What follows belongs to an exercise in optimizing a design on an open flow for small area; a production flow would make more cautious choices. Function was checked by simulation only, so behaviour that the tests miss may differ from the original.

## flow/design.v (module list and top-level ports; edited modules follow where they fit)
// module mm_dot4: 1333 lines
// module mm_fa: 7 lines
// module mm_aoi22: 6 lines
// module mm_ha: 7 lines
// module mm_top: 161 lines
module mm_top (
    input  logic         clk_buf,
    input  logic         sys_reset,
    input  logic         cmd_valid,
    input  logic [(4 * 8)-1:0] cmd_word,
    output logic         cmd_credit,
    output logic         res_valid,
    output mm_data_pkg::mm_acc_t      res_data,
    input  logic         res_credit,
    output logic         busy,
    output logic         done
);
  // ...
==> flow/flow/run.sh <==
#!/bin/bash
# Layout flow: the standard flow (standard.sh) with two changes:
#  - synthesis maps the combinational logic with an area-only ABC script
#    (flow/abc_area_only.script) instead of ORFS's delay-biased one; the
#    rest of the synthesis script, registers included, is the standard flow's own
#  - port buffers are the smallest buffer, sky130_fd_sc_hd__buf_1
# Every tool's output goes to the ORFS logs under orfs/logs; make's own
# output goes to flow.log here.
set -euo pipefail
HERE=$(pwd)

# Synthesis script: synth_recipe.tcl with the ABC call redirected
{
  head -n 1 synth_recipe.tcl
  cat <<EOT
proc abc {args} {
  set i [lsearch -exact \$args -script]
  if {\$i >= 0} { lset args [expr {\$i + 1}] $HERE/flow/abc_area_only.script }
  puts "abc (area-only script): \$args"
  yosys abc {*}\$args
}
EOT
  tail -n +2 synth_recipe.tcl
} > my_synth.tcl

sed "s#SYNTH_SCRIPT=[^ ]*synth_recipe.tcl#SYNTH_SCRIPT=$HERE/my_synth.tcl#" standard.sh > my_standard.sh
grep -q "SYNTH_SCRIPT=$HERE/my_synth.tcl" my_standard.sh

export BUFFER_PORTS_ARGS="-buffer_cell sky130_fd_sc_hd__buf_1"
bash my_standard.sh > flow.log 2>&1
==> flow/flow/abc_area_only.script <==
strash
dch
map -a
==> flow/standard.sh <==
#!/bin/bash
# synth_recipe.tcl (not shown) runs the flow's synth.tcl, then flattens the netlist and writes it again
# the make line also repeats each setting of config.mk as NAME=value (left out here)
make -C /OpenROAD-flow-scripts/flow DESIGN_CONFIG=/design/flow/config.mk WORK_HOME=/design/flow/orfs CLKGATE_MAP_FILE= SYNTH_SCRIPT=/design/flow/synth_recipe.tcl "${@:-finish}"
==> flow/config.mk <==
export PLATFORM = sky130hd
export DESIGN_NAME = mm_top
export DESIGN_NICKNAME = mm_top
export VERILOG_FILES = /design/flow/design.v
export SDC_FILE = /design/flow/constraint.sdc
export NUM_CORES = 4
export LEC_CHECK = 0
export ABC_AREA = 1
export CAP_MARGIN = 10
export CORE_MARGIN = 2
export CORE_UTILIZATION = 80
export CTS_BUF_LIST = sky130_fd_sc_hd__clkbuf_8 sky130_fd_sc_hd__clkbuf_16
export CTS_CLUSTER_DIAMETER = 80
export CTS_CLUSTER_SIZE = 20
export SLEW_MARGIN = 10
export SYNTH_HIERARCHICAL = 1
export SYNTH_MINIMUM_KEEP_SIZE = 0
==> flow/constraint.sdc <==
create_clock -name core_clock -period 11.0 [get_ports {clk_buf}]
set_input_delay 2.2000 -clock core_clock [delete_from_list [all_inputs] [get_ports {clk_buf}]]
set_output_delay 2.2000 -clock core_clock [all_outputs]
set_load 0.01 [all_outputs]
==> flow_summary_export.csv, run 1 <==
group,metric,value,unit
clock_network,cts_tree,"built",
critical_path,r2r_start,"cnt[2]$_DFFE_PP0P_",
floorplanning,design.die.area,0.0231,sq mm
critical_path,worstSetupStartpointType,"register",
floorplanning,num_io_pins,72,
logic_synthesis,synth_xor_xnor_area_share,0.00499,
status,result_of_the_run,"timing/DRC/antenna clean",
logic_synthesis,netlist.top_cell.by_area,"sky130_fd_sc_hd__edfxtp_1",
logic_synthesis,synth_top_family_by_area,"adder cells",
layout,final-instance-count-excl-fill,1696,
global_route,grt_first_pass_wirelength,80800,microns
layout,nFlopsAndLatches,344,
layout,n_diodes,1,
logic_synthesis,synth-edff-count,168,
logic_synthesis,predominant_post_synthesis_flop_cell,"sky130_fd_sc_hd__edfxtp_1",
sta,tns,0,ns
critical_path,worst_ep_required_time,11.41,ns
clock_network,number_of_levels_the_h_tree_was_split_into,1,
global_route,gr-usage-met3,0.150,
route,detailedRoute.firstIterationViolations,2003,
route,antenna_left,0,
logic_synthesis,most_frequently_used_cell_type_in_the_post_synthesis_netlist,"sky130_fd_sc_hd__fa_1",
layout,drive_gt1_frac,0.0883,
sta,fmax,95.4,MHz
clock_network,cts_root_buffer,"sky130_fd_sc_hd__clkbuf_16",
logic_synthesis,netlist.area_leader.share,0.287,
logic_synthesis,synth_simple_gate_area_share,0.0828,
sta,grt_setup_unrepaired,"false",
layout,syn2layout_area_growth,7.16,%
==> module mm_dot4, before the edit <==
module mm_dot4 (
    input  logic         clk_buf,
    input  logic [127:0] a_rows,    
    input  logic [127:0] b_rows,    
    input  logic [3:0]   a_ok,      
    input  logic [1:0]   ri,        
    input  logic         a_ph,      
    input  logic [3:0]   b_ok,      
    input  logic [1:0]   cj,        
    output logic [17:0] q     
);
    logic [7:0] a0, a1, a2, a3, b0, b1, b2, b3;
    logic [7:0] a_k [4];
    logic [7:0] b_k [4];
    logic [3:0] a_sel;       
    logic [3:0] sa [4];      
    logic [3:0] sb;          
    logic [7:0] na_lo [4], na_hi [4], nb_lo [4], nb_hi [4];
    logic [17:0] y;
    always_comb begin
        for (int p = 0; p < 4; p++) begin
            a_sel[p] = 1'b0;
            for (int i = 0; i < 4; i++) begin
                if (ri == 2'(i) && a_ok[i] && (i % 2) == (p % 2) &&
                    (((i / 2) == 1) == a_ph) == (p < 2)) begin
                    a_sel[p] = 1'b1;
                end
            end
        end
        for (int k = 0; k < 4; k++) begin
            for (int p = 0; p < 4; p++) begin
                sa[k][p] = a_sel[p] && b_ok[k];
            end
        end
        for (int j = 0; j < 4; j++) begin
            sb[j] = (cj == 2'(j));
        end
    end
    for (genvar k = 0; k < 4; k++) begin : g_k
        for (genvar x = 0; x < 8; x++) begin : g_x
            mm_aoi22 u_alo (.a(a_rows[0*32 + k*8 + x]), .b(sa[k][0]),
                            .c(a_rows[1*32 + k*8 + x]), .d(sa[k][1]), .y(na_lo[k][x]));
            mm_aoi22 u_ahi (.a(a_rows[2*32 + k*8 + x]), .b(sa[k][2]),
                            .c(a_rows[3*32 + k*8 + x]), .d(sa[k][3]), .y(na_hi[k][x]));
            mm_aoi22 u_blo (.a(b_rows[k*32 + 0*8 + x]), .b(sb[0]),
                            .c(b_rows[k*32 + 1*8 + x]), .d(sb[1]), .y(nb_lo[k][x]));
            mm_aoi22 u_bhi (.a(b_rows[k*32 + 2*8 + x]), .b(sb[2]),
                            .c(b_rows[k*32 + 3*8 + x]), .d(sb[3]), .y(nb_hi[k][x]));
            assign a_k[k][x] = ~(na_lo[k][x] & na_hi[k][x]);
            assign b_k[k][x] = ~(nb_lo[k][x] & nb_hi[k][x]);
        end
    end
    assign a0 = a_k[0]; assign a1 = a_k[1]; assign a2 = a_k[2]; assign a3 = a_k[3];
    assign b0 = b_k[0]; assign b1 = b_k[1]; assign b2 = b_k[2]; assign b3 = b_k[3];
    always_ff @(posedge clk_buf) begin
        q <= y;
    end
    logic p1;
    logic p2;
    logic p3;
    logic p4;
    logic p5;
    logic p6;
    logic p7;
    logic p8;
    logic p9;
    logic p10;
    logic p11;
    logic p12;
    logic p13;
    logic p14;
    logic p15;
    logic p16;
    logic p17;
    logic p18;
    logic p19;
    logic p20;
    logic p21;
    logic p22;
    logic p23;
    logic p24;
    logic p25;
    logic p26;
    logic p27;
    logic p28;
    logic p29;
    logic p30;
    logic p31;
    logic p32;
    logic p33;
    logic p34;
    logic p35;
    logic p36;
    logic p37;
    logic p38;
    logic p39;
    logic p40;
    logic p41;
    logic p42;
    logic p43;
    logic p44;
    logic p45;
    logic p46;
    logic p47;
    logic p48;
    logic p49;
    logic p50;
    logic p51;
    logic p52;
    logic p53;
    logic p54;
    logic p55;
    logic p56;
    logic p57;
    logic p58;
    logic p59;
    logic p60;
    logic p61;
    logic p62;
    logic p63;
    logic p64;
    logic p65;
    logic p66;
    logic p67;
    logic p68;
    logic p69;
    logic p70;
    logic p71;
    logic p72;
    logic p73;
    logic p74;
    logic p75;
    logic p76;
    logic p77;
    logic p78;
    logic p79;
    logic p80;
    logic p81;
    logic p82;
    logic p83;
    logic p84;
    logic p85;
    logic p86;
    logic p87;
    logic p88;
    logic p89;
    logic p90;
    logic p91;
    logic p92;
    logic p93;
    logic p94;
    logic p95;
    logic p96;
    logic p97;
    logic p98;
    logic p99;
    logic p100;
    logic p101;
    logic p102;
    logic p103;
    logic p104;
    logic p105;
    logic p106;
    logic p107;
    logic p108;
    logic p109;
    logic p110;
    logic p111;
    logic p112;
    logic p113;
    logic p114;
    logic p115;
    logic p116;
    logic p117;
    logic p118;
    logic p119;
    logic p120;
    logic p121;
    logic p122;
    logic p123;
    logic p124;
    logic p125;
    logic p126;
    logic p127;
    logic p128;
    logic p129;
    logic p130;
    logic p131;
    logic p132;
    logic p133;
    logic p134;
    logic p135;
    logic p136;
    logic p137;
    logic p138;
    logic p139;
    logic p140;
    logic p141;
    logic p142;
    logic p143;
    logic p144;
    logic p145;
    logic p146;
    logic p147;
    logic p148;
    logic p149;
    logic p150;
    logic p151;
    logic p152;
    logic p153;
    logic p154;
    logic p155;
    logic p156;
    logic p157;
    logic p158;
    logic p159;
    logic p160;
    logic p161;
    logic p162;
    logic p163;
    logic p164;
    logic p165;
    logic p166;
    logic p167;
    logic p168;
    logic p169;
    logic p170;
    logic p171;
    logic p172;
    logic p173;
    logic p174;
    logic p175;
    logic p176;
    logic p177;
    logic p178;
    logic p179;
    logic p180;
    logic p181;
    logic p182;
    logic p183;
    logic p184;
    logic p185;
    logic p186;
    logic p187;
    logic p188;
    logic p189;
    logic p190;
    logic p191;
    logic p192;
    logic p193;
    logic p194;
    logic p195;
    logic p196;
    logic p197;
    logic p198;
    logic p199;
    logic p200;
    logic p201;
    logic p202;
    logic p203;
    logic p204;
    logic p205;
    logic p206;
    logic p207;
    logic p208;
    logic p209;
    logic p210;
    logic p211;
    logic p212;
    logic p213;
    logic p214;
    logic p215;
    logic p216;
    logic p217;
    logic p218;
    logic p219;
    logic p220;
    logic p221;
    logic p222;
    logic p223;
    logic p224;
    logic p225;
    logic p226;
    logic p227;
    logic p228;
    logic p229;
    logic p230;
    logic p231;
    logic p232;
    logic p233;
    logic p234;
    logic p235;
    logic p236;
    logic p237;
    logic p238;
    logic p239;
    logic p240;
    logic p241;
    logic p242;
    logic p243;
    logic p244;
    logic p245;
    logic p246;
    logic p247;
    logic p248;
    logic p249;
    logic p250;
    logic p251;
    logic p252;
    logic p253;
    logic p254;
    logic p255;
    logic p256;
    logic s257;
    logic c258;
    logic s259;
    logic c260;
    logic s261;
    logic c262;
    logic s263;
    logic c264;
    logic s265;
    logic c266;
    logic s267;
    logic c268;
    logic s269;
    logic c270;
    logic s271;
    logic c272;
    logic s273;
    logic c274;
    logic s275;
    logic c276;
    logic s277;
    logic c278;
    logic s279;
    logic c280;
    logic s281;
    logic c282;
    logic s283;
    logic c284;
    logic s285;
    logic c286;
    logic s287;
    logic c288;
    logic s289;
    logic c290;
    logic s291;
    logic c292;
    logic s293;
    logic c294;
    logic s295;
    logic c296;
    logic s297;
    logic c298;
    logic s299;
    logic c300;
    logic s301;
    logic c302;
    logic s303;
    logic c304;
    logic s305;
    logic c306;
    logic s307;
    logic c308;
    logic s309;
    logic c310;
    logic s311;
    logic c312;
    logic s313;
    logic c314;
    logic s315;
    logic c316;
    logic s317;
    logic c318;
    logic s319;
    logic c320;
    logic s321;
    logic c322;
    logic s323;
    logic c324;
    logic s325;
    logic c326;
    logic s327;
    logic c328;
    logic s329;
    logic c330;
    logic s331;
    logic c332;
    logic s333;
    logic c334;
    logic s335;
    logic c336;
    logic s337;
    logic c338;
    logic s339;
    logic c340;
    logic s341;
    logic c342;
    logic s343;
    logic c344;
    logic s345;
    logic c346;
    logic s347;
    logic c348;
    logic s349;
    logic c350;
    logic s351;
    logic c352;
    logic s353;
    logic c354;
    logic s355;
    logic c356;
    logic s357;
    logic c358;
    logic s359;
    logic c360;
    logic s361;
    logic c362;
    logic s363;
    logic c364;
    logic s365;
    logic c366;
    logic s367;
    logic c368;
    logic s369;
    logic c370;
    logic s371;
    logic c372;
    logic s373;
    logic c374;
    logic s375;
    logic c376;
    logic s377;
    logic c378;
    logic s379;
    logic c380;
    logic s381;
    logic c382;
    logic s383;
    logic c384;
    logic s385;
    logic c386;
    logic s387;
    logic c388;
    logic s389;
    logic c390;
    logic s391;
    logic c392;
    logic s393;
    logic c394;
    logic s395;
    logic c396;
    logic s397;
    logic c398;
    logic s399;
    logic c400;
    logic s401;
    logic c402;
    logic s403;
    logic c404;
    logic s405;
    logic c406;
    logic s407;
    logic c408;
    logic s409;
    logic c410;
    logic s411;
    logic c412;
    logic s413;
    logic c414;
    logic s415;
    logic c416;
    logic s417;
    logic c418;
    logic s419;
    logic c420;
    logic s421;
    logic c422;
    logic s423;
    logic c424;
    logic s425;
    logic c426;
    logic s427;
    logic c428;
    logic s429;
    logic c430;
    logic s431;
    logic c432;
    logic s433;
    logic c434;
    logic s435;
    logic c436;
    logic s437;
    logic c438;
    logic s439;
    logic c440;
    logic s441;
    logic c442;
    logic s443;
    logic c444;
    logic s445;
    logic c446;
    logic s447;
    logic c448;
    logic s449;
    logic c450;
    logic s451;
    logic c452;
    logic s453;
    logic c454;
    logic s455;
    logic c456;
    logic s457;
    logic c458;
    logic s459;
    logic c460;
    logic s461;
    logic c462;
    logic s463;
    logic c464;
    logic s465;
    logic c466;
    logic s467;
    logic c468;
    logic s469;
    logic c470;
    logic s471;
    logic c472;
    logic s473;
    logic c474;
    logic s475;
    logic c476;
    logic s477;
    logic c478;
    logic s479;
    logic c480;
    logic s481;
    logic c482;
    logic s483;
    logic c484;
    logic s485;
    logic c486;
    logic s487;
    logic c488;
    logic s489;
    logic c490;
    logic s491;
    logic c492;
    logic s493;
    logic c494;
    logic s495;
    logic c496;
    logic s497;
    logic c498;
    logic s499;
    logic c500;
    logic s501;
    logic c502;
    logic s503;
    logic c504;
    logic s505;
    logic c506;
    logic s507;
    logic c508;
    logic s509;
    logic c510;
    logic s511;
    logic c512;
    logic s513;
    logic c514;
    logic s515;
    logic c516;
    logic s517;
    logic c518;
    logic s519;
    logic c520;
    logic s521;
    logic c522;
    logic s523;
    logic c524;
    logic s525;
    logic c526;
    logic s527;
    logic c528;
    logic s529;
    logic c530;
    logic s531;
    logic c532;
    logic s533;
    logic c534;
    logic s535;
    logic c536;
    logic s537;
    logic c538;
    logic s539;
    logic c540;
    logic s541;
    logic c542;
    logic s543;
    logic c544;
    logic s545;
    logic c546;
    logic s547;
    logic c548;
    logic s549;
    logic c550;
    logic s551;
    logic c552;
    logic s553;
    logic c554;
    logic s555;
    logic c556;
    logic s557;
    logic c558;
    logic s559;
    logic c560;
    logic s561;
    logic c562;
    logic s563;
    logic c564;
    logic s565;
    logic c566;
    logic s567;
    logic c568;
    logic s569;
    logic c570;
    logic s571;
    logic c572;
    logic s573;
    logic c574;
    logic s575;
    logic c576;
    logic s577;
    logic c578;
    logic s579;
    logic c580;
    logic s581;
    logic c582;
    logic s583;
    logic c584;
    logic s585;
    logic c586;
    logic s587;
    logic c588;
    logic s589;
    logic c590;
    logic s591;
    logic c592;
    logic s593;
    logic c594;
    logic s595;
    logic c596;
    logic s597;
    logic c598;
    logic s599;
    logic c600;
    logic s601;
    logic c602;
    logic s603;
    logic c604;
    logic s605;
    logic c606;
    logic s607;
    logic c608;
    logic s609;
    logic c610;
    logic s611;
    logic c612;
    logic s613;
    logic c614;
    logic s615;
    logic c616;
    logic s617;
    logic c618;
    logic s619;
    logic c620;
    logic s621;
    logic c622;
    logic s623;
    logic c624;
    logic s625;
    logic c626;
    logic s627;
    logic c628;
    logic s629;
    logic c630;
    logic s631;
    logic c632;
    logic s633;
    logic c634;
    logic s635;
    logic c636;
    logic s637;
    logic c638;
    logic s639;
    logic c640;
    logic s641;
    logic c642;
    logic s643;
    logic c644;
    logic s645;
    logic c646;
    logic s647;
    logic c648;
    logic s649;
    logic c650;
    logic s651;
    logic c652;
    logic s653;
    logic c654;
    logic s655;
    logic c656;
    logic s657;
    logic c658;
    logic s659;
    logic c660;
    logic s661;
    logic c662;
    logic s663;
    logic c664;
    logic s665;
    logic c666;
    logic s667;
    logic c668;
    logic s669;
    logic c670;
    logic s671;
    logic c672;
    logic s673;
    logic c674;
    logic s675;
    logic c676;
    logic s677;
    logic c678;
    logic s679;
    logic c680;
    logic s681;
    logic c682;
    logic s683;
    logic c684;
    logic s685;
    logic c686;
    logic s687;
    logic c688;
    logic s689;
    logic c690;
    logic s691;
    logic c692;
    logic s693;
    logic c694;
    logic s695;
    logic c696;
    logic s697;
    logic c698;
    logic s699;
    logic c700;
    logic s701;
    logic c702;
    logic s703;
    logic c704;
    logic s705;
    logic c706;
    logic s707;
    logic c708;
    logic s709;
    logic c710;
    logic s711;
    logic c712;
    logic s713;
    logic c714;
    logic s715;
    logic c716;
    logic s717;
    logic c718;
    logic s719;
    logic c720;
    logic s721;
    logic c722;
    logic s723;
    logic c724;
    logic s725;
    logic c726;
    logic s727;
    logic c728;
    logic s729;
    logic c730;
    logic s731;
    logic c732;
    logic s733;
    logic c734;
    logic s735;
    logic c736;
    logic s737;
    logic c738;
    logic s739;
    logic c740;
    logic s741;
    logic c742;
    logic s743;
    logic c744;
    logic s745;
    logic c746;
    logic s747;
    logic c748;
    logic s749;
    logic c750;
    logic s751;
    logic c752;
    assign p1 = (a0[0] & b0[0]);
    assign p2 = (a1[0] & b1[0]);
    assign p3 = (a2[0] & b2[0]);
    assign p4 = (a3[0] & b3[0]);
    assign p5 = (a0[0] & b0[1]);
    assign p6 = (a0[1] & b0[0]);
    assign p7 = (a1[0] & b1[1]);
    assign p8 = (a1[1] & b1[0]);
    assign p9 = (a2[0] & b2[1]);
    assign p10 = (a2[1] & b2[0]);
    assign p11 = (a3[0] & b3[1]);
    assign p12 = (a3[1] & b3[0]);
    assign p13 = (a0[0] & b0[2]);
    assign p14 = (a0[1] & b0[1]);
    assign p15 = (a0[2] & b0[0]);
    assign p16 = (a1[0] & b1[2]);
    assign p17 = (a1[1] & b1[1]);
    assign p18 = (a1[2] & b1[0]);
    assign p19 = (a2[0] & b2[2]);
    assign p20 = (a2[1] & b2[1]);
    assign p21 = (a2[2] & b2[0]);
    assign p22 = (a3[0] & b3[2]);
    assign p23 = (a3[1] & b3[1]);
    assign p24 = (a3[2] & b3[0]);
    assign p25 = (a0[0] & b0[3]);
    assign p26 = (a0[1] & b0[2]);
    assign p27 = (a0[2] & b0[1]);
    assign p28 = (a0[3] & b0[0]);
    assign p29 = (a1[0] & b1[3]);
    assign p30 = (a1[1] & b1[2]);
    assign p31 = (a1[2] & b1[1]);
    assign p32 = (a1[3] & b1[0]);
    assign p33 = (a2[0] & b2[3]);
    assign p34 = (a2[1] & b2[2]);
    assign p35 = (a2[2] & b2[1]);
    assign p36 = (a2[3] & b2[0]);
    assign p37 = (a3[0] & b3[3]);
    assign p38 = (a3[1] & b3[2]);
    assign p39 = (a3[2] & b3[1]);
    assign p40 = (a3[3] & b3[0]);
    assign p41 = (a0[0] & b0[4]);
    assign p42 = (a0[1] & b0[3]);
    assign p43 = (a0[2] & b0[2]);
    assign p44 = (a0[3] & b0[1]);
    assign p45 = (a0[4] & b0[0]);
    assign p46 = (a1[0] & b1[4]);
    assign p47 = (a1[1] & b1[3]);
    assign p48 = (a1[2] & b1[2]);
    assign p49 = (a1[3] & b1[1]);
    assign p50 = (a1[4] & b1[0]);
    assign p51 = (a2[0] & b2[4]);
    assign p52 = (a2[1] & b2[3]);
    assign p53 = (a2[2] & b2[2]);
    assign p54 = (a2[3] & b2[1]);
    assign p55 = (a2[4] & b2[0]);
    assign p56 = (a3[0] & b3[4]);
    assign p57 = (a3[1] & b3[3]);
    assign p58 = (a3[2] & b3[2]);
    assign p59 = (a3[3] & b3[1]);
    assign p60 = (a3[4] & b3[0]);
    assign p61 = (a0[0] & b0[5]);
    assign p62 = (a0[1] & b0[4]);
    assign p63 = (a0[2] & b0[3]);
    assign p64 = (a0[3] & b0[2]);
    assign p65 = (a0[4] & b0[1]);
    assign p66 = (a0[5] & b0[0]);
    assign p67 = (a1[0] & b1[5]);
    assign p68 = (a1[1] & b1[4]);
    assign p69 = (a1[2] & b1[3]);
    assign p70 = (a1[3] & b1[2]);
    assign p71 = (a1[4] & b1[1]);
    assign p72 = (a1[5] & b1[0]);
    assign p73 = (a2[0] & b2[5]);
    assign p74 = (a2[1] & b2[4]);
    assign p75 = (a2[2] & b2[3]);
    assign p76 = (a2[3] & b2[2]);
    assign p77 = (a2[4] & b2[1]);
    assign p78 = (a2[5] & b2[0]);
    assign p79 = (a3[0] & b3[5]);
    assign p80 = (a3[1] & b3[4]);
    assign p81 = (a3[2] & b3[3]);
    assign p82 = (a3[3] & b3[2]);
    assign p83 = (a3[4] & b3[1]);
    assign p84 = (a3[5] & b3[0]);
    assign p85 = (a0[0] & b0[6]);
    assign p86 = (a0[1] & b0[5]);
    assign p87 = (a0[2] & b0[4]);
    assign p88 = (a0[3] & b0[3]);
    assign p89 = (a0[4] & b0[2]);
    assign p90 = (a0[5] & b0[1]);
    assign p91 = (a0[6] & b0[0]);
    assign p92 = (a1[0] & b1[6]);
    assign p93 = (a1[1] & b1[5]);
    assign p94 = (a1[2] & b1[4]);
    assign p95 = (a1[3] & b1[3]);
    assign p96 = (a1[4] & b1[2]);
    assign p97 = (a1[5] & b1[1]);
    assign p98 = (a1[6] & b1[0]);
    assign p99 = (a2[0] & b2[6]);
    assign p100 = (a2[1] & b2[5]);
    assign p101 = (a2[2] & b2[4]);
    assign p102 = (a2[3] & b2[3]);
    assign p103 = (a2[4] & b2[2]);
    assign p104 = (a2[5] & b2[1]);
    assign p105 = (a2[6] & b2[0]);
    assign p106 = (a3[0] & b3[6]);
    assign p107 = (a3[1] & b3[5]);
    assign p108 = (a3[2] & b3[4]);
    assign p109 = (a3[3] & b3[3]);
    assign p110 = (a3[4] & b3[2]);
    assign p111 = (a3[5] & b3[1]);
    assign p112 = (a3[6] & b3[0]);
    assign p113 = (~a0[0] | ~b0[7]);
    assign p114 = (a0[1] & b0[6]);
    assign p115 = (a0[2] & b0[5]);
    assign p116 = (a0[3] & b0[4]);
    assign p117 = (a0[4] & b0[3]);
    assign p118 = (a0[5] & b0[2]);
    assign p119 = (a0[6] & b0[1]);
    assign p120 = (~a0[7] | ~b0[0]);
    assign p121 = (~a1[0] | ~b1[7]);
    assign p122 = (a1[1] & b1[6]);
    assign p123 = (a1[2] & b1[5]);
    assign p124 = (a1[3] & b1[4]);
    assign p125 = (a1[4] & b1[3]);
    assign p126 = (a1[5] & b1[2]);
    assign p127 = (a1[6] & b1[1]);
    assign p128 = (~a1[7] | ~b1[0]);
    assign p129 = (~a2[0] | ~b2[7]);
    assign p130 = (a2[1] & b2[6]);
    assign p131 = (a2[2] & b2[5]);
    assign p132 = (a2[3] & b2[4]);
    assign p133 = (a2[4] & b2[3]);
    assign p134 = (a2[5] & b2[2]);
    assign p135 = (a2[6] & b2[1]);
    assign p136 = (~a2[7] | ~b2[0]);
    assign p137 = (~a3[0] | ~b3[7]);
    assign p138 = (a3[1] & b3[6]);
    assign p139 = (a3[2] & b3[5]);
    assign p140 = (a3[3] & b3[4]);
    assign p141 = (a3[4] & b3[3]);
    assign p142 = (a3[5] & b3[2]);
    assign p143 = (a3[6] & b3[1]);
    assign p144 = (~a3[7] | ~b3[0]);
    assign p145 = (~a0[1] | ~b0[7]);
    assign p146 = (a0[2] & b0[6]);
    assign p147 = (a0[3] & b0[5]);
    assign p148 = (a0[4] & b0[4]);
    assign p149 = (a0[5] & b0[3]);
    assign p150 = (a0[6] & b0[2]);
    assign p151 = (~a0[7] | ~b0[1]);
    assign p152 = (~a1[1] | ~b1[7]);
    assign p153 = (a1[2] & b1[6]);
    assign p154 = (a1[3] & b1[5]);
    assign p155 = (a1[4] & b1[4]);
    assign p156 = (a1[5] & b1[3]);
    assign p157 = (a1[6] & b1[2]);
    assign p158 = (~a1[7] | ~b1[1]);
    assign p159 = (~a2[1] | ~b2[7]);
    assign p160 = (a2[2] & b2[6]);
    assign p161 = (a2[3] & b2[5]);
    assign p162 = (a2[4] & b2[4]);
    assign p163 = (a2[5] & b2[3]);
    assign p164 = (a2[6] & b2[2]);
    assign p165 = (~a2[7] | ~b2[1]);
    assign p166 = (~a3[1] | ~b3[7]);
    assign p167 = (a3[2] & b3[6]);
    assign p168 = (a3[3] & b3[5]);
    assign p169 = (a3[4] & b3[4]);
    assign p170 = (a3[5] & b3[3]);
    assign p171 = (a3[6] & b3[2]);
    assign p172 = (~a3[7] | ~b3[1]);
    assign p173 = (~a0[2] | ~b0[7]);
    assign p174 = (a0[3] & b0[6]);
    assign p175 = (a0[4] & b0[5]);
    assign p176 = (a0[5] & b0[4]);
    assign p177 = (a0[6] & b0[3]);
    assign p178 = (~a0[7] | ~b0[2]);
    assign p179 = (~a1[2] | ~b1[7]);
    assign p180 = (a1[3] & b1[6]);
    assign p181 = (a1[4] & b1[5]);
    assign p182 = (a1[5] & b1[4]);
    assign p183 = (a1[6] & b1[3]);
    assign p184 = (~a1[7] | ~b1[2]);
    assign p185 = (~a2[2] | ~b2[7]);
    assign p186 = (a2[3] & b2[6]);
    assign p187 = (a2[4] & b2[5]);
    assign p188 = (a2[5] & b2[4]);
    assign p189 = (a2[6] & b2[3]);
    assign p190 = (~a2[7] | ~b2[2]);
    assign p191 = (~a3[2] | ~b3[7]);
    assign p192 = (a3[3] & b3[6]);
    assign p193 = (a3[4] & b3[5]);
    assign p194 = (a3[5] & b3[4]);
    assign p195 = (a3[6] & b3[3]);
    assign p196 = (~a3[7] | ~b3[2]);
    assign p197 = (~a0[3] | ~b0[7]);
    assign p198 = (a0[4] & b0[6]);
    assign p199 = (a0[5] & b0[5]);
    assign p200 = (a0[6] & b0[4]);
    assign p201 = (~a0[7] | ~b0[3]);
    assign p202 = (~a1[3] | ~b1[7]);
    assign p203 = (a1[4] & b1[6]);
    assign p204 = (a1[5] & b1[5]);
    assign p205 = (a1[6] & b1[4]);
    assign p206 = (~a1[7] | ~b1[3]);
    assign p207 = (~a2[3] | ~b2[7]);
    assign p208 = (a2[4] & b2[6]);
    assign p209 = (a2[5] & b2[5]);
    assign p210 = (a2[6] & b2[4]);
    assign p211 = (~a2[7] | ~b2[3]);
    assign p212 = (~a3[3] | ~b3[7]);
    assign p213 = (a3[4] & b3[6]);
    assign p214 = (a3[5] & b3[5]);
    assign p215 = (a3[6] & b3[4]);
    assign p216 = (~a3[7] | ~b3[3]);
    assign p217 = (~a0[4] | ~b0[7]);
    assign p218 = (a0[5] & b0[6]);
    assign p219 = (a0[6] & b0[5]);
    assign p220 = (~a0[7] | ~b0[4]);
    assign p221 = (~a1[4] | ~b1[7]);
    assign p222 = (a1[5] & b1[6]);
    assign p223 = (a1[6] & b1[5]);
    assign p224 = (~a1[7] | ~b1[4]);
    assign p225 = (~a2[4] | ~b2[7]);
    assign p226 = (a2[5] & b2[6]);
    assign p227 = (a2[6] & b2[5]);
    assign p228 = (~a2[7] | ~b2[4]);
    assign p229 = (~a3[4] | ~b3[7]);
    assign p230 = (a3[5] & b3[6]);
    assign p231 = (a3[6] & b3[5]);
    assign p232 = (~a3[7] | ~b3[4]);
    assign p233 = (~a0[5] | ~b0[7]);
    assign p234 = (a0[6] & b0[6]);
    assign p235 = (~a0[7] | ~b0[5]);
    assign p236 = (~a1[5] | ~b1[7]);
    assign p237 = (a1[6] & b1[6]);
    assign p238 = (~a1[7] | ~b1[5]);
    assign p239 = (~a2[5] | ~b2[7]);
    assign p240 = (a2[6] & b2[6]);
    assign p241 = (~a2[7] | ~b2[5]);
    assign p242 = (~a3[5] | ~b3[7]);
    assign p243 = (a3[6] & b3[6]);
    assign p244 = (~a3[7] | ~b3[5]);
    assign p245 = (~a0[6] | ~b0[7]);
    assign p246 = (~a0[7] | ~b0[6]);
    assign p247 = (~a1[6] | ~b1[7]);
    assign p248 = (~a1[7] | ~b1[6]);
    assign p249 = (~a2[6] | ~b2[7]);
    assign p250 = (~a2[7] | ~b2[6]);
    assign p251 = (~a3[6] | ~b3[7]);
    assign p252 = (~a3[7] | ~b3[6]);
    assign p253 = (a0[7] & b0[7]);
    assign p254 = (a1[7] & b1[7]);
    assign p255 = (a2[7] & b2[7]);
    assign p256 = (a3[7] & b3[7]);
    mm_fa u_s257 (.a(p1), .b(p2), .c(p3), .s(s257), .co(c258));
    mm_ha u_s259 (.a(p4), .b(s257), .s(s259), .co(c260));
    mm_fa u_s261 (.a(p5), .b(p6), .c(p7), .s(s261), .co(c262));
    mm_fa u_s263 (.a(p8), .b(p9), .c(p10), .s(s263), .co(c264));
    mm_fa u_s265 (.a(p11), .b(p12), .c(c258), .s(s265), .co(c266));
    mm_fa u_s267 (.a(s261), .b(s263), .c(c260), .s(s267), .co(c268));
    mm_ha u_s269 (.a(s265), .b(s267), .s(s269), .co(c270));
    mm_fa u_s271 (.a(p13), .b(p14), .c(p15), .s(s271), .co(c272));
    mm_fa u_s273 (.a(p16), .b(p17), .c(p18), .s(s273), .co(c274));
    mm_fa u_s275 (.a(p19), .b(p20), .c(p21), .s(s275), .co(c276));
    mm_fa u_s277 (.a(p22), .b(p23), .c(p24), .s(s277), .co(c278));
    mm_fa u_s279 (.a(c262), .b(c264), .c(s271), .s(s279), .co(c280));
    mm_fa u_s281 (.a(s273), .b(s275), .c(s277), .s(s281), .co(c282));
    mm_fa u_s283 (.a(c266), .b(s279), .c(s281), .s(s283), .co(c284));
    mm_fa u_s285 (.a(c268), .b(c270), .c(s283), .s(s285), .co(c286));
    mm_fa u_s287 (.a(p25), .b(p26), .c(p27), .s(s287), .co(c288));
    mm_fa u_s289 (.a(p28), .b(p29), .c(p30), .s(s289), .co(c290));
    mm_fa u_s291 (.a(p31), .b(p32), .c(p33), .s(s291), .co(c292));
    mm_fa u_s293 (.a(p34), .b(p35), .c(p36), .s(s293), .co(c294));
    mm_fa u_s295 (.a(p37), .b(p38), .c(p39), .s(s295), .co(c296));
    mm_fa u_s297 (.a(p40), .b(c272), .c(c274), .s(s297), .co(c298));
    mm_fa u_s299 (.a(c276), .b(c278), .c(s287), .s(s299), .co(c300));
    mm_fa u_s301 (.a(s289), .b(s291), .c(s293), .s(s301), .co(c302));
    mm_fa u_s303 (.a(s295), .b(s297), .c(c280), .s(s303), .co(c304));
    mm_fa u_s305 (.a(c282), .b(s299), .c(s301), .s(s305), .co(c306));
    mm_fa u_s307 (.a(c284), .b(s303), .c(s305), .s(s307), .co(c308));
    mm_ha u_s309 (.a(c286), .b(s307), .s(s309), .co(c310));
    mm_fa u_s311 (.a(p41), .b(p42), .c(p43), .s(s311), .co(c312));
    mm_fa u_s313 (.a(p44), .b(p45), .c(p46), .s(s313), .co(c314));
    mm_fa u_s315 (.a(p47), .b(p48), .c(p49), .s(s315), .co(c316));
    mm_fa u_s317 (.a(p50), .b(p51), .c(p52), .s(s317), .co(c318));
    mm_fa u_s319 (.a(p53), .b(p54), .c(p55), .s(s319), .co(c320));
    mm_fa u_s321 (.a(p56), .b(p57), .c(p58), .s(s321), .co(c322));
    mm_fa u_s323 (.a(p59), .b(p60), .c(c288), .s(s323), .co(c324));
    mm_fa u_s325 (.a(c290), .b(c292), .c(c294), .s(s325), .co(c326));
    mm_fa u_s327 (.a(c296), .b(s311), .c(s313), .s(s327), .co(c328));
    mm_fa u_s329 (.a(s315), .b(s317), .c(s319), .s(s329), .co(c330));
    mm_fa u_s331 (.a(s321), .b(c298), .c(s323), .s(s331), .co(c332));
    mm_fa u_s333 (.a(s325), .b(c300), .c(c302), .s(s333), .co(c334));
    mm_fa u_s335 (.a(s327), .b(s329), .c(c304), .s(s335), .co(c336));
    mm_fa u_s337 (.a(c306), .b(s331), .c(s333), .s(s337), .co(c338));
    mm_fa u_s339 (.a(s335), .b(c308), .c(s337), .s(s339), .co(c340));
    mm_ha u_s341 (.a(c310), .b(s339), .s(s341), .co(c342));
    mm_fa u_s343 (.a(p61), .b(p62), .c(p63), .s(s343), .co(c344));
    mm_fa u_s345 (.a(p64), .b(p65), .c(p66), .s(s345), .co(c346));
    mm_fa u_s347 (.a(p67), .b(p68), .c(p69), .s(s347), .co(c348));
    mm_fa u_s349 (.a(p70), .b(p71), .c(p72), .s(s349), .co(c350));
    mm_fa u_s351 (.a(p73), .b(p74), .c(p75), .s(s351), .co(c352));
    mm_fa u_s353 (.a(p76), .b(p77), .c(p78), .s(s353), .co(c354));
    mm_fa u_s355 (.a(p79), .b(p80), .c(p81), .s(s355), .co(c356));
    mm_fa u_s357 (.a(p82), .b(p83), .c(p84), .s(s357), .co(c358));
    mm_fa u_s359 (.a(c312), .b(c314), .c(c316), .s(s359), .co(c360));
    mm_fa u_s361 (.a(c318), .b(c320), .c(c322), .s(s361), .co(c362));
    mm_fa u_s363 (.a(s343), .b(s345), .c(s347), .s(s363), .co(c364));
    mm_fa u_s365 (.a(s349), .b(s351), .c(s353), .s(s365), .co(c366));
    mm_fa u_s367 (.a(s355), .b(s357), .c(c324), .s(s367), .co(c368));
    mm_fa u_s369 (.a(c326), .b(s359), .c(s361), .s(s369), .co(c370));
    mm_fa u_s371 (.a(c328), .b(c330), .c(s363), .s(s371), .co(c372));
    mm_fa u_s373 (.a(s365), .b(c332), .c(s367), .s(s373), .co(c374));
    mm_fa u_s375 (.a(c334), .b(s369), .c(s371), .s(s375), .co(c376));
    mm_fa u_s377 (.a(c336), .b(c338), .c(s373), .s(s377), .co(c378));
    mm_fa u_s379 (.a(s375), .b(c340), .c(s377), .s(s379), .co(c380));
    mm_ha u_s381 (.a(c342), .b(s379), .s(s381), .co(c382));
    mm_fa u_s383 (.a(p85), .b(p86), .c(p87), .s(s383), .co(c384));
    mm_fa u_s385 (.a(p88), .b(p89), .c(p90), .s(s385), .co(c386));
    mm_fa u_s387 (.a(p91), .b(p92), .c(p93), .s(s387), .co(c388));
    mm_fa u_s389 (.a(p94), .b(p95), .c(p96), .s(s389), .co(c390));
    mm_fa u_s391 (.a(p97), .b(p98), .c(p99), .s(s391), .co(c392));
    mm_fa u_s393 (.a(p100), .b(p101), .c(p102), .s(s393), .co(c394));
    mm_fa u_s395 (.a(p103), .b(p104), .c(p105), .s(s395), .co(c396));
    mm_fa u_s397 (.a(p106), .b(p107), .c(p108), .s(s397), .co(c398));
    mm_fa u_s399 (.a(p109), .b(p110), .c(p111), .s(s399), .co(c400));
    mm_fa u_s401 (.a(p112), .b(c344), .c(c346), .s(s401), .co(c402));
    mm_fa u_s403 (.a(c348), .b(c350), .c(c352), .s(s403), .co(c404));
    mm_fa u_s405 (.a(c354), .b(c356), .c(c358), .s(s405), .co(c406));
    mm_fa u_s407 (.a(s383), .b(s385), .c(s387), .s(s407), .co(c408));
    mm_fa u_s409 (.a(s389), .b(s391), .c(s393), .s(s409), .co(c410));
    mm_fa u_s411 (.a(s395), .b(s397), .c(s399), .s(s411), .co(c412));
    mm_fa u_s413 (.a(c360), .b(c362), .c(s401), .s(s413), .co(c414));
    mm_fa u_s415 (.a(s403), .b(s405), .c(c364), .s(s415), .co(c416));
    mm_fa u_s417 (.a(c366), .b(s407), .c(s409), .s(s417), .co(c418));
    mm_fa u_s419 (.a(s411), .b(c368), .c(c370), .s(s419), .co(c420));
    mm_fa u_s421 (.a(c372), .b(s413), .c(s415), .s(s421), .co(c422));
    mm_fa u_s423 (.a(s417), .b(c374), .c(s419), .s(s423), .co(c424));
    mm_fa u_s425 (.a(c376), .b(s421), .c(c378), .s(s425), .co(c426));
    mm_fa u_s427 (.a(s423), .b(c380), .c(s425), .s(s427), .co(c428));
    mm_ha u_s429 (.a(c382), .b(s427), .s(s429), .co(c430));
    mm_fa u_s431 (.a(p113), .b(p114), .c(p115), .s(s431), .co(c432));
    mm_fa u_s433 (.a(p116), .b(p117), .c(p118), .s(s433), .co(c434));
    mm_fa u_s435 (.a(p119), .b(p120), .c(p121), .s(s435), .co(c436));
    mm_fa u_s437 (.a(p122), .b(p123), .c(p124), .s(s437), .co(c438));
    mm_fa u_s439 (.a(p125), .b(p126), .c(p127), .s(s439), .co(c440));
    mm_fa u_s441 (.a(p128), .b(p129), .c(p130), .s(s441), .co(c442));
    mm_fa u_s443 (.a(p131), .b(p132), .c(p133), .s(s443), .co(c444));
    mm_fa u_s445 (.a(p134), .b(p135), .c(p136), .s(s445), .co(c446));
    mm_fa u_s447 (.a(p137), .b(p138), .c(p139), .s(s447), .co(c448));
    mm_fa u_s449 (.a(p140), .b(p141), .c(p142), .s(s449), .co(c450));
    mm_fa u_s451 (.a(p143), .b(p144), .c(c384), .s(s451), .co(c452));
    mm_fa u_s453 (.a(c386), .b(c388), .c(c390), .s(s453), .co(c454));
    mm_fa u_s455 (.a(c392), .b(c394), .c(c396), .s(s455), .co(c456));
    mm_fa u_s457 (.a(c398), .b(c400), .c(s431), .s(s457), .co(c458));
    mm_fa u_s459 (.a(s433), .b(s435), .c(s437), .s(s459), .co(c460));
    mm_fa u_s461 (.a(s439), .b(s441), .c(s443), .s(s461), .co(c462));
    mm_fa u_s463 (.a(s445), .b(s447), .c(s449), .s(s463), .co(c464));
    mm_fa u_s465 (.a(c402), .b(c404), .c(c406), .s(s465), .co(c466));
    mm_fa u_s467 (.a(s451), .b(s453), .c(s455), .s(s467), .co(c468));
    mm_fa u_s469 (.a(c408), .b(c410), .c(c412), .s(s469), .co(c470));
    mm_fa u_s471 (.a(s457), .b(s459), .c(s461), .s(s471), .co(c472));
    mm_fa u_s473 (.a(s463), .b(c414), .c(s465), .s(s473), .co(c474));
    mm_fa u_s475 (.a(c416), .b(c418), .c(s467), .s(s475), .co(c476));
    mm_fa u_s477 (.a(s469), .b(s471), .c(c420), .s(s477), .co(c478));
    mm_fa u_s479 (.a(c422), .b(s473), .c(s475), .s(s479), .co(c480));
    mm_fa u_s481 (.a(c424), .b(s477), .c(s479), .s(s481), .co(c482));
    mm_fa u_s483 (.a(c426), .b(s481), .c(c428), .s(s483), .co(c484));
    mm_ha u_s485 (.a(c430), .b(s483), .s(s485), .co(c486));
    mm_fa u_s487 (.a(p145), .b(p146), .c(p147), .s(s487), .co(c488));
    mm_fa u_s489 (.a(p148), .b(p149), .c(p150), .s(s489), .co(c490));
    mm_fa u_s491 (.a(p151), .b(p152), .c(p153), .s(s491), .co(c492));
    mm_fa u_s493 (.a(p154), .b(p155), .c(p156), .s(s493), .co(c494));
    mm_fa u_s495 (.a(p157), .b(p158), .c(p159), .s(s495), .co(c496));
    mm_fa u_s497 (.a(p160), .b(p161), .c(p162), .s(s497), .co(c498));
    mm_fa u_s499 (.a(p163), .b(p164), .c(p165), .s(s499), .co(c500));
    mm_fa u_s501 (.a(p166), .b(p167), .c(p168), .s(s501), .co(c502));
    mm_fa u_s503 (.a(p169), .b(p170), .c(p171), .s(s503), .co(c504));
    mm_fa u_s505 (.a(p172), .b(c432), .c(c434), .s(s505), .co(c506));
    mm_fa u_s507 (.a(c436), .b(c438), .c(c440), .s(s507), .co(c508));
    mm_fa u_s509 (.a(c442), .b(c444), .c(c446), .s(s509), .co(c510));
    mm_fa u_s511 (.a(c448), .b(c450), .c(s487), .s(s511), .co(c512));
    mm_fa u_s513 (.a(s489), .b(s491), .c(s493), .s(s513), .co(c514));
    mm_fa u_s515 (.a(s495), .b(s497), .c(s499), .s(s515), .co(c516));
    mm_fa u_s517 (.a(s501), .b(s503), .c(c452), .s(s517), .co(c518));
    mm_fa u_s519 (.a(c454), .b(c456), .c(s505), .s(s519), .co(c520));
    mm_fa u_s521 (.a(s507), .b(s509), .c(c458), .s(s521), .co(c522));
    mm_fa u_s523 (.a(c460), .b(c462), .c(c464), .s(s523), .co(c524));
    mm_fa u_s525 (.a(s511), .b(s513), .c(s515), .s(s525), .co(c526));
    mm_fa u_s527 (.a(c466), .b(c468), .c(s517), .s(s527), .co(c528));
    mm_fa u_s529 (.a(c470), .b(c472), .c(s519), .s(s529), .co(c530));
    mm_fa u_s531 (.a(s521), .b(s523), .c(s525), .s(s531), .co(c532));
    mm_fa u_s533 (.a(c474), .b(c476), .c(s527), .s(s533), .co(c534));
    mm_fa u_s535 (.a(s529), .b(s531), .c(c478), .s(s535), .co(c536));
    mm_fa u_s537 (.a(c480), .b(s533), .c(s535), .s(s537), .co(c538));
    mm_fa u_s539 (.a(c482), .b(s537), .c(c484), .s(s539), .co(c540));
    mm_ha u_s541 (.a(c486), .b(s539), .s(s541), .co(c542));
    mm_fa u_s543 (.a(p173), .b(p174), .c(p175), .s(s543), .co(c544));
    mm_fa u_s545 (.a(p176), .b(p177), .c(p178), .s(s545), .co(c546));
    mm_fa u_s547 (.a(p179), .b(p180), .c(p181), .s(s547), .co(c548));
    mm_fa u_s549 (.a(p182), .b(p183), .c(p184), .s(s549), .co(c550));
    mm_fa u_s551 (.a(p185), .b(p186), .c(p187), .s(s551), .co(c552));
    mm_fa u_s553 (.a(p188), .b(p189), .c(p190), .s(s553), .co(c554));
    mm_fa u_s555 (.a(p191), .b(p192), .c(p193), .s(s555), .co(c556));
    mm_fa u_s557 (.a(p194), .b(p195), .c(p196), .s(s557), .co(c558));
    mm_fa u_s559 (.a(c488), .b(c490), .c(c492), .s(s559), .co(c560));
    mm_fa u_s561 (.a(c494), .b(c496), .c(c498), .s(s561), .co(c562));
    mm_fa u_s563 (.a(c500), .b(c502), .c(c504), .s(s563), .co(c564));
    mm_fa u_s565 (.a(s543), .b(s545), .c(s547), .s(s565), .co(c566));
    mm_fa u_s567 (.a(s549), .b(s551), .c(s553), .s(s567), .co(c568));
    mm_fa u_s569 (.a(s555), .b(s557), .c(c506), .s(s569), .co(c570));
    mm_fa u_s571 (.a(c508), .b(c510), .c(s559), .s(s571), .co(c572));
    mm_fa u_s573 (.a(s561), .b(s563), .c(c512), .s(s573), .co(c574));
    mm_fa u_s575 (.a(c514), .b(c516), .c(s565), .s(s575), .co(c576));
    mm_fa u_s577 (.a(s567), .b(c518), .c(c520), .s(s577), .co(c578));
    mm_fa u_s579 (.a(s569), .b(c522), .c(c524), .s(s579), .co(c580));
    mm_fa u_s581 (.a(c526), .b(s571), .c(s573), .s(s581), .co(c582));
    mm_fa u_s583 (.a(s575), .b(c528), .c(s577), .s(s583), .co(c584));
    mm_fa u_s585 (.a(c530), .b(s579), .c(c532), .s(s585), .co(c586));
    mm_fa u_s587 (.a(s581), .b(c534), .c(s583), .s(s587), .co(c588));
    mm_fa u_s589 (.a(s585), .b(c536), .c(s587), .s(s589), .co(c590));
    mm_fa u_s591 (.a(c538), .b(s589), .c(c540), .s(s591), .co(c592));
    mm_ha u_s593 (.a(c542), .b(s591), .s(s593), .co(c594));
    assign s595 = ~(p197 ^ p198);
    assign c596 = p197 | p198;
    mm_fa u_s597 (.a(p199), .b(p200), .c(p201), .s(s597), .co(c598));
    mm_fa u_s599 (.a(p202), .b(p203), .c(p204), .s(s599), .co(c600));
    mm_fa u_s601 (.a(p205), .b(p206), .c(p207), .s(s601), .co(c602));
    mm_fa u_s603 (.a(p208), .b(p209), .c(p210), .s(s603), .co(c604));
    mm_fa u_s605 (.a(p211), .b(p212), .c(p213), .s(s605), .co(c606));
    mm_fa u_s607 (.a(p214), .b(p215), .c(p216), .s(s607), .co(c608));
    mm_fa u_s609 (.a(c544), .b(c546), .c(c548), .s(s609), .co(c610));
    mm_fa u_s611 (.a(c550), .b(c552), .c(c554), .s(s611), .co(c612));
    mm_fa u_s613 (.a(c556), .b(c558), .c(s595), .s(s613), .co(c614));
    mm_fa u_s615 (.a(s597), .b(s599), .c(s601), .s(s615), .co(c616));
    mm_fa u_s617 (.a(s603), .b(s605), .c(s607), .s(s617), .co(c618));
    mm_fa u_s619 (.a(c560), .b(c562), .c(c564), .s(s619), .co(c620));
    mm_fa u_s621 (.a(s609), .b(s611), .c(c566), .s(s621), .co(c622));
    mm_fa u_s623 (.a(c568), .b(s613), .c(s615), .s(s623), .co(c624));
    mm_fa u_s625 (.a(s617), .b(c570), .c(c572), .s(s625), .co(c626));
    mm_fa u_s627 (.a(s619), .b(c574), .c(c576), .s(s627), .co(c628));
    mm_fa u_s629 (.a(s621), .b(s623), .c(c578), .s(s629), .co(c630));
    mm_fa u_s631 (.a(c580), .b(s625), .c(c582), .s(s631), .co(c632));
    mm_fa u_s633 (.a(s627), .b(c584), .c(s629), .s(s633), .co(c634));
    mm_fa u_s635 (.a(c586), .b(s631), .c(c588), .s(s635), .co(c636));
    mm_fa u_s637 (.a(s633), .b(c590), .c(s635), .s(s637), .co(c638));
    mm_fa u_s639 (.a(s637), .b(c592), .c(c594), .s(s639), .co(c640));
    mm_fa u_s641 (.a(p217), .b(p218), .c(p219), .s(s641), .co(c642));
    mm_fa u_s643 (.a(p220), .b(p221), .c(p222), .s(s643), .co(c644));
    mm_fa u_s645 (.a(p223), .b(p224), .c(p225), .s(s645), .co(c646));
    mm_fa u_s647 (.a(p226), .b(p227), .c(p228), .s(s647), .co(c648));
    mm_fa u_s649 (.a(p229), .b(p230), .c(p231), .s(s649), .co(c650));
    mm_fa u_s651 (.a(p232), .b(c596), .c(c598), .s(s651), .co(c652));
    mm_fa u_s653 (.a(c600), .b(c602), .c(c604), .s(s653), .co(c654));
    mm_fa u_s655 (.a(c606), .b(c608), .c(s641), .s(s655), .co(c656));
    mm_fa u_s657 (.a(s643), .b(s645), .c(s647), .s(s657), .co(c658));
    mm_fa u_s659 (.a(s649), .b(c610), .c(c612), .s(s659), .co(c660));
    mm_fa u_s661 (.a(s651), .b(s653), .c(c614), .s(s661), .co(c662));
    mm_fa u_s663 (.a(c616), .b(c618), .c(s655), .s(s663), .co(c664));
    mm_fa u_s665 (.a(s657), .b(c620), .c(s659), .s(s665), .co(c666));
    mm_fa u_s667 (.a(c622), .b(c624), .c(s661), .s(s667), .co(c668));
    mm_fa u_s669 (.a(s663), .b(c626), .c(c628), .s(s669), .co(c670));
    mm_fa u_s671 (.a(s665), .b(s667), .c(c630), .s(s671), .co(c672));
    mm_fa u_s673 (.a(c632), .b(s669), .c(c634), .s(s673), .co(c674));
    mm_fa u_s675 (.a(s671), .b(c636), .c(s673), .s(s675), .co(c676));
    mm_fa u_s677 (.a(c638), .b(s675), .c(c640), .s(s677), .co(c678));
    mm_fa u_s679 (.a(p233), .b(p234), .c(p235), .s(s679), .co(c680));
    mm_fa u_s681 (.a(p236), .b(p237), .c(p238), .s(s681), .co(c682));
    mm_fa u_s683 (.a(p239), .b(p240), .c(p241), .s(s683), .co(c684));
    mm_fa u_s685 (.a(p242), .b(p243), .c(p244), .s(s685), .co(c686));
    mm_fa u_s687 (.a(c642), .b(c644), .c(c646), .s(s687), .co(c688));
    mm_fa u_s689 (.a(c648), .b(c650), .c(s679), .s(s689), .co(c690));
    mm_fa u_s691 (.a(s681), .b(s683), .c(s685), .s(s691), .co(c692));
    mm_fa u_s693 (.a(c652), .b(c654), .c(s687), .s(s693), .co(c694));
    mm_fa u_s695 (.a(c656), .b(c658), .c(s689), .s(s695), .co(c696));
    mm_fa u_s697 (.a(s691), .b(c660), .c(c662), .s(s697), .co(c698));
    mm_fa u_s699 (.a(c664), .b(s693), .c(s695), .s(s699), .co(c700));
    mm_fa u_s701 (.a(c666), .b(c668), .c(s697), .s(s701), .co(c702));
    mm_fa u_s703 (.a(s699), .b(c670), .c(s701), .s(s703), .co(c704));
    mm_fa u_s705 (.a(c672), .b(s703), .c(c674), .s(s705), .co(c706));
    mm_fa u_s707 (.a(c676), .b(s705), .c(c678), .s(s707), .co(c708));
    mm_fa u_s709 (.a(p245), .b(p246), .c(p247), .s(s709), .co(c710));
    mm_fa u_s711 (.a(p248), .b(p249), .c(p250), .s(s711), .co(c712));
    mm_fa u_s713 (.a(p251), .b(p252), .c(c680), .s(s713), .co(c714));
    mm_fa u_s715 (.a(c682), .b(c684), .c(c686), .s(s715), .co(c716));
    mm_fa u_s717 (.a(s709), .b(s711), .c(c688), .s(s717), .co(c718));
    mm_fa u_s719 (.a(s713), .b(s715), .c(c690), .s(s719), .co(c720));
    mm_fa u_s721 (.a(c692), .b(c694), .c(s717), .s(s721), .co(c722));
    mm_fa u_s723 (.a(c696), .b(s719), .c(c698), .s(s723), .co(c724));
    mm_fa u_s725 (.a(s721), .b(c700), .c(c702), .s(s725), .co(c726));
    mm_fa u_s727 (.a(s723), .b(c704), .c(s725), .s(s727), .co(c728));
    mm_fa u_s729 (.a(s727), .b(c706), .c(c708), .s(s729), .co(c730));
    mm_fa u_s731 (.a(p253), .b(p254), .c(p255), .s(s731), .co(c732));
    mm_fa u_s733 (.a(p256), .b(c710), .c(c712), .s(s733), .co(c734));
    mm_fa u_s735 (.a(s731), .b(c714), .c(c716), .s(s735), .co(c736));
    mm_fa u_s737 (.a(s733), .b(c718), .c(s735), .s(s737), .co(c738));
    mm_fa u_s739 (.a(c720), .b(c722), .c(s737), .s(s739), .co(c740));
    mm_fa u_s741 (.a(c724), .b(s739), .c(c726), .s(s741), .co(c742));
    mm_fa u_s743 (.a(c728), .b(s741), .c(c730), .s(s743), .co(c744));
    mm_fa u_s745 (.a(c732), .b(c734), .c(c736), .s(s745), .co(c746));
    mm_fa u_s747 (.a(c738), .b(s745), .c(c740), .s(s747), .co(c748));
    mm_fa u_s749 (.a(s747), .b(c742), .c(c744), .s(s749), .co(c750));
    mm_fa u_s751 (.a(c746), .b(c748), .c(c750), .s(s751), .co(c752));
    assign y[0] = s259;
    assign y[1] = s269;
    assign y[2] = s285;
    assign y[3] = s309;
    assign y[4] = s341;
    assign y[5] = s381;
    assign y[6] = s429;
    assign y[7] = s485;
    assign y[8] = s541;
    assign y[9] = s593;
    assign y[10] = s639;
    assign y[11] = s677;
    assign y[12] = s707;
    assign y[13] = s729;
    assign y[14] = s743;
    assign y[15] = s749;
    assign y[16] = s751;
    assign y[17] = ~(c752);
endmodule
==> run 2, diff against run 1 <==
--- a/flow/design.v
+++ b/flow/design.v
@@ -21,17 +21,17 @@
 endpackage
 `timescale 1ns/1ns
 module mm_dot4 (
     input  logic         clk_buf,
     input  logic [127:0] a_rows,    
     input  logic [127:0] b_rows,    
     input  logic [3:0]   a_ok,      
     input  logic [1:0]   ri,        
-    input  logic         a_ph,      
+    input  logic         ph,        
     input  logic [3:0]   b_ok,      
     input  logic [1:0]   cj,        
     output logic [17:0] q     
 );
     logic [7:0] a0, a1, a2, a3, b0, b1, b2, b3;
     logic [7:0] a_k [4];
     logic [7:0] b_k [4];
     logic [3:0] a_sel;       
@@ -39,24 +39,24 @@
     logic [3:0] sb;          
     logic [7:0] na_lo [4], na_hi [4], nb_lo [4], nb_hi [4];
     logic [17:0] y;
     always_comb begin
         for (int p = 0; p < 4; p++) begin
             a_sel[p] = 1'b0;
             for (int i = 0; i < 4; i++) begin
                 if (ri == 2'(i) && a_ok[i] && (i % 2) == (p % 2) &&
-                    (((i / 2) == 1) == a_ph) == (p < 2)) begin
+                    (((i / 2) == 1) == ph) == (p < 2)) begin
                     a_sel[p] = 1'b1;
                 end
             end
         end
         for (int k = 0; k < 4; k++) begin
             for (int p = 0; p < 4; p++) begin
-                sa[k][p] = a_sel[p] && b_ok[k];
+                sa[k][p] = a_sel[p] && b_ok[k ^ (ph ? 2 : 0)];
             end
         end
         for (int j = 0; j < 4; j++) begin
             sb[j] = (cj == 2'(j));
         end
     end
     for (genvar k = 0; k < 4; k++) begin : g_k
         for (genvar x = 0; x < 8; x++) begin : g_x
@@ -1440,44 +1440,45 @@
                     row_sel_b   <= head[1];
                     row_idx     <= head[3:2];
                 end
             end
         end
     end
     logic [31:0] a_p0 [2];
     logic [31:0] a_p1 [2];
-    logic [31:0] b_buf [4];
+    logic [31:0] b_p0 [2];
+    logic [31:0] b_p1 [2];
+    logic [31:0] a_in;
     logic [3:0]  a_ok, b_ok;
-    logic        a_ph;
-    logic        a_pend;
+    logic        ph;
+    logic        wr_pend;
     logic        row_we;
-    logic        a_we_now;
-    logic        a_wr;
-    assign row_we   = pop && expect_data;
-    assign a_we_now = row_we && !row_sel_b;
-    assign a_wr     = (a_we_now && (row_idx[1] != a_ph)) || a_pend;
+    logic        wr;
+    assign row_we = pop && expect_data;
+    assign wr     = (row_we && (row_idx[1] != ph)) || wr_pend;
+    assign a_in   = row_idx[1] ? {dreg[15:0], dreg[31:16]} : dreg;
     always_ff @(posedge clk_buf) begin
         for (int g = 0; g < 2; g++) begin
-            a_p1[g] <= a_p0[g];
-            a_p0[g] <= (a_wr && row_idx[0] == 1'(g)) ? dreg : a_p1[g];
-        end
-        for (int r = 0; r < 4; r++) begin
-            if (row_we && row_sel_b && row_idx == 2'(r)) b_buf[r] <= dreg;
+            a_p1[g] <= {a_p0[g][15:0], a_p0[g][31:16]};
+            a_p0[g] <= (wr && !row_sel_b && row_idx[0] == 1'(g)) ?
+                       a_in : {a_p1[g][15:0], a_p1[g][31:16]};
+            b_p1[g] <= b_p0[g];
+            b_p0[g] <= (wr && row_sel_b && row_idx[0] == 1'(g)) ? dreg : b_p1[g];
         end
     end
     always_ff @(posedge clk_buf or posedge sys_reset) begin
         if (sys_reset) begin
-            a_ph   <= 1'b0;
-            a_pend <= 1'b0;
-            a_ok   <= 4'd0;
-            b_ok   <= 4'd0;
+            ph      <= 1'b0;
+            wr_pend <= 1'b0;
+            a_ok    <= 4'd0;
+            b_ok    <= 4'd0;
         end else begin
-            a_ph   <= !a_ph;
-            a_pend <= a_we_now && (row_idx[1] == a_ph);
+            ph      <= !ph;
+            wr_pend <= row_we && (row_idx[1] == ph);
             for (int r = 0; r < 4; r++) begin
                 if (row_we && !row_sel_b && row_idx == 2'(r)) a_ok[r] <= 1'b1;
                 if (row_we &&  row_sel_b && row_idx == 2'(r)) b_ok[r] <= 1'b1;
             end
         end
     end
     logic [3:0] cnt;
     logic       draining;
@@ -1520,18 +1521,18 @@
                 default: ;
             endcase
         end
     end
     logic [17:0] res_q;
     mm_dot4 u_dot (
         .clk_buf (clk_buf),
         .a_rows ({a_p1[1], a_p1[0], a_p0[1], a_p0[0]}),
-        .b_rows ({b_buf[3], b_buf[2], b_buf[1], b_buf[0]}),
+        .b_rows ({b_p1[1], b_p1[0], b_p0[1], b_p0[0]}),
         .a_ok   (a_ok),
         .ri     (cnt[3:2]),
-        .a_ph   (a_ph),
+        .ph     (ph),
         .b_ok   (b_ok),
         .cj     (cnt[1:0]),
         .q      (res_q)
     );
     assign res_data = {{14{res_q[17]}}, res_q};
 endmodule
--- a/flow/flow/run.sh
+++ b/flow/flow/run.sh
@@ -1,14 +1,15 @@
 #!/bin/bash
-# Layout flow: the standard flow (standard.sh) with two changes:
+# Layout flow: the standard flow (standard.sh) with these changes:
 #  - synthesis maps the combinational logic with an area-only ABC script
 #    (flow/abc_area_only.script) instead of ORFS's delay-biased one; the
 #    rest of the synthesis script, registers included, is the standard flow's own
 #  - port buffers are the smallest buffer, sky130_fd_sc_hd__buf_1
+#  - clock tree settings (CTS_ARGS below)
 # Every tool's output goes to the ORFS logs under orfs/logs; make's own
 # output goes to flow.log here.
 set -euo pipefail
 HERE=$(pwd)
 
 # Synthesis script: synth_recipe.tcl with the ABC call redirected
 {
   head -n 1 synth_recipe.tcl
@@ -22,9 +23,11 @@
 EOT
   tail -n +2 synth_recipe.tcl
 } > my_synth.tcl
 
 sed "s#SYNTH_SCRIPT=[^ ]*synth_recipe.tcl#SYNTH_SCRIPT=$HERE/my_synth.tcl#" standard.sh > my_standard.sh
 grep -q "SYNTH_SCRIPT=$HERE/my_synth.tcl" my_standard.sh
 
 export BUFFER_PORTS_ARGS="-buffer_cell sky130_fd_sc_hd__buf_1"
+# Clock tree: 8x and 16x clock buffers, clusters of up to 20 flops, no dummy loads
+export CTS_ARGS="-sink_clustering_enable -repair_clock_nets -sink_clustering_size 20 -sink_clustering_max_diameter 80 -buf_list {sky130_fd_sc_hd__clkbuf_8 sky130_fd_sc_hd__clkbuf_16} -dont_use_dummy_load"
 bash my_standard.sh > flow.log 2>&1
==> flow_summary_export.csv, run 2 <==
group,metric,value,unit
sta,layout_setup_ws,0.728,ns
logic_synthesis,predominant_post_synthesis_flop_cell,"sky130_fd_sc_hd__dfxtp_1",
sta,layout_worst_path_cycle_share,0.934,
layout,drive_gt1_frac,0.0753,
floorplanning,floorplan.initialDensity,0.818,
status,result_of_the_run,"timing/DRC/antenna clean",
critical_path,critPathKind,"register to register",
global_route,grt_max_degree,71,
clock_network,ctsResizeCount,0,
sta,final.min_clock_period,10.27,ns
logic_synthesis,synth_sequential_area_ratio,0.431,
logic_synthesis,most_frequently_used_cell_type_in_the_post_synthesis_netlist,"sky130_fd_sc_hd__nor2_1",
clock_network,number_of_levels_the_h_tree_was_split_into,1,
logic_synthesis,multiplexer_share_of_the_synthesized_area,0.0455,
clock_network,cts_tree,"built",
logic_synthesis,synth_top_family_by_area,"adder cells",
layout,n_diodes,0,
critical_path,worst_ep_required_time,11.42,ns
route,drt_wl_total,51300,microns
logic_synthesis,netlist.area_leader.share,0.318,
placed_design,numPortBuffers,71,
floorplanning,design.die.area,0.0228,sq mm
logic_synthesis,synth_simple_gate_area_share,0.103,
clock_network,path_clk_slew,0.08,ns
logic_synthesis,synth-edff-count,40,
sta,skew,0.0795,ns
logic_synthesis,yosys.cell_types.count,26,
critical_path,cp_slowest_stage_delay,0.80,ns
critical_path,worstSetupStartpointType,"register",
clock_network,cts_root_buffer,"sky130_fd_sc_hd__clkbuf_16",
global_route,grt_first_pass_wirelength,79600,microns
critical_path,cp-end-kind,"register",
sta,tns,0,ns
logic_synthesis,synth_xor_xnor_area_share,0.00558,
placed_design,post-dp-hpwl,36900,microns
route,detailedRoute.firstIterationViolations,1775,
layout,syn2layout_area_growth,6.74,%
logic_synthesis,share_of_flip_flops_with_an_asynchronous_set_or_reset_after_synthesis,0.0872,
clock_network,postCtsHoldBufs,0,
critical_path,crit_path_cell_trace,"o21ai_0 > nor2_1 > a22oi_1 > nand2_1 > clkinv_1 > nor2_1 > fa_1 > fa_1 > fa_1 > fa_1 > fa_1 > fa_1 > fa_1 > fa_1 > fa_1 > fa_1 > ha_1 > fa_1 > fa_1 > fa_1 > fa_1 > fa_1 > fa_1 > fa_1",
logic_synthesis,netlist.top_cell.by_area,"sky130_fd_sc_hd__dfxtp_1",
route,antenna_left,0,
global_route,grt_util_all_layers,0.478,
sta,fmax,97.4,MHz
logic_synthesis,ys_ff_latch,344,
sta,grt_setup_unrepaired,"false",
route,routed_wire_length_per_instance,27.1,microns
floorplanning,num_io_pins,72,
==> run 2: cell types whose count changed after synthesis, moves of 2 or more <==
| cell | change |
|---|---|
| sky130_fd_sc_hd__nand2_1 | +32 |
| sky130_fd_sc_hd__o21ai_0 | +33 |
| sky130_fd_sc_hd__nor2_1 | +72 |
| sky130_fd_sc_hd__dfxtp_1 | +128 |
| sky130_fd_sc_hd__a21oi_1 | +64 |
| sky130_fd_sc_hd__nand3_1 | -2 |
| sky130_fd_sc_hd__clkinv_1 | +27 |
| sky130_fd_sc_hd__and2_2 | -2 |
| sky130_fd_sc_hd__or2_2 | -3 |
| sky130_fd_sc_hd__nor3_1 | -6 |
| sky130_fd_sc_hd__a31o_2 | +3 |
| sky130_fd_sc_hd__edfxtp_1 | -128 |
| sky130_fd_sc_hd__mux2_2 | +2 |
==> run 2: cell type report <==
cell class / count / area [sq um] / share of cell area
inverter: 111 / 417 / 0.0226
sequential: 344 / 7440 / 0.404
tap: 275 / 344 / 0.0187
timing repair buffer: 80 / 334 / 0.0181
clock buffer: 22 / 551 / 0.0299
multi-input combinational: 1064 / 9330 / 0.507
==> run 2: logic make-up after synthesis <==
group | count (synthesis)
buffers and inverters | 125
adders and majority gates | 253
xor gates and xnor gates | 11
muxes | 70
AOI/OAI and AO/OA | 260
DFF | 344
and+or+nand+nor | 470
==> run 2: worst paths after layout <==
path / slack, ns / cells past startpoint / end / start
max in group asynchronous: 8.85 / 2 / row_idx[1]$_DFFE_PP0P_ / sys_reset
worst min-delay path: 0.33 / 0 / a_p1[0][27]$_DFF_P_ / a_p0[0][11]$_DFF_P_
worst min register to register: 0.33 / 0 / a_p1[0][27]$_DFF_P_ / a_p0[0][11]$_DFF_P_
worst max-delay path: 0.73 / 24 / u_dot.q[16]$_DFF_P_ / ph$_DFF_PP0_
worst max register to register: 0.73 / 24 / u_dot.q[16]$_DFF_P_ / ph$_DFF_PP0_
min in group asynchronous: 1.70 / 2 / cnt[3]$_DFFE_PP0P_ / sys_reset
==> run 2: stage by stage <==
stage	std cells	hold WS, ns	util	instance area [sq um]
after floorplan	1533	0.332	-	17300
after global placement	1874	0.333	0.847	17900
after detailed placement	1874	0.335	0.847	17900
after CTS	1896	0.318	0.873	18400
after global routing	1896	0.325	0.873	18400
final	1896	0.326	0.873	18400
==> run 2: layer usage <==
layer | vias to the layer above | track usage
met5 | - | 0
met4 | 0 | 0.348
met3 | 429 | 0.123
met2 | 1304 | 0.757
met1 | 6368 | 0.571
li1 | 5235 | -
==> run 2: worst register-to-register path, stage by stage, from the launching register on <==
cell,delay [ns]
sky130_fd_sc_hd__dfrtp_1,0.68
sky130_fd_sc_hd__o21ai_0,0.32
sky130_fd_sc_hd__nor2_1,0.81
sky130_fd_sc_hd__a22oi_1,0.23
sky130_fd_sc_hd__nand2_1,0.19
sky130_fd_sc_hd__clkinv_1,0.31
sky130_fd_sc_hd__nor2_1,0.25
sky130_fd_sc_hd__fa_1,0.47
sky130_fd_sc_hd__fa_1,0.50
sky130_fd_sc_hd__fa_1,0.43
sky130_fd_sc_hd__fa_1,0.51
sky130_fd_sc_hd__fa_1,0.40
sky130_fd_sc_hd__fa_1,0.43
sky130_fd_sc_hd__fa_1,0.41
sky130_fd_sc_hd__fa_1,0.39
sky130_fd_sc_hd__fa_1,0.40
sky130_fd_sc_hd__fa_1,0.44
sky130_fd_sc_hd__ha_1,0.21
sky130_fd_sc_hd__fa_1,0.38
sky130_fd_sc_hd__fa_1,0.38
sky130_fd_sc_hd__fa_1,0.38
sky130_fd_sc_hd__fa_1,0.39
sky130_fd_sc_hd__fa_1,0.40
sky130_fd_sc_hd__fa_1,0.40
sky130_fd_sc_hd__fa_1,0.43
==> run 2: Yosys stat by module (local to each module, per instance) <==
module	cells	flops+latches	copies in the design	area, sq um
mm_aoi22	1	0	128	7.51
mm_fa	1	0	238	20.0
mm_ha	1	0	9	12.5
mm_top	713	326	1	9420
mm_dot4	445	18	1	2000

[static timing again, ports no longer ideal]
No port has a modelled driver above. Below, the same layouts with a new extraction and two added sets of constraints. Step 1: set_driving_cell puts a clkbuf_16 on clk_buf and a buf_2 on each other input, an assumption about the parent block. Step 2 also shifts input and output timing later by t, the mid clock arrival at the registers, as if the neighbouring blocks saw the same clock. a / b / c = ideal / step 1 / step 2; a / b = the first two.
run | shift t [ns] | setup WS [ns] | worst setup path at the end | cell pins on the clock port's net
run 1 | 0.591 | 0.523 / 0.523 / 0.523 | register to register | 1
run 2 | 0.558 | 0.728 / 0.728 / 0.728 | register to register | 1
After both steps every run listed still meets setup and hold.
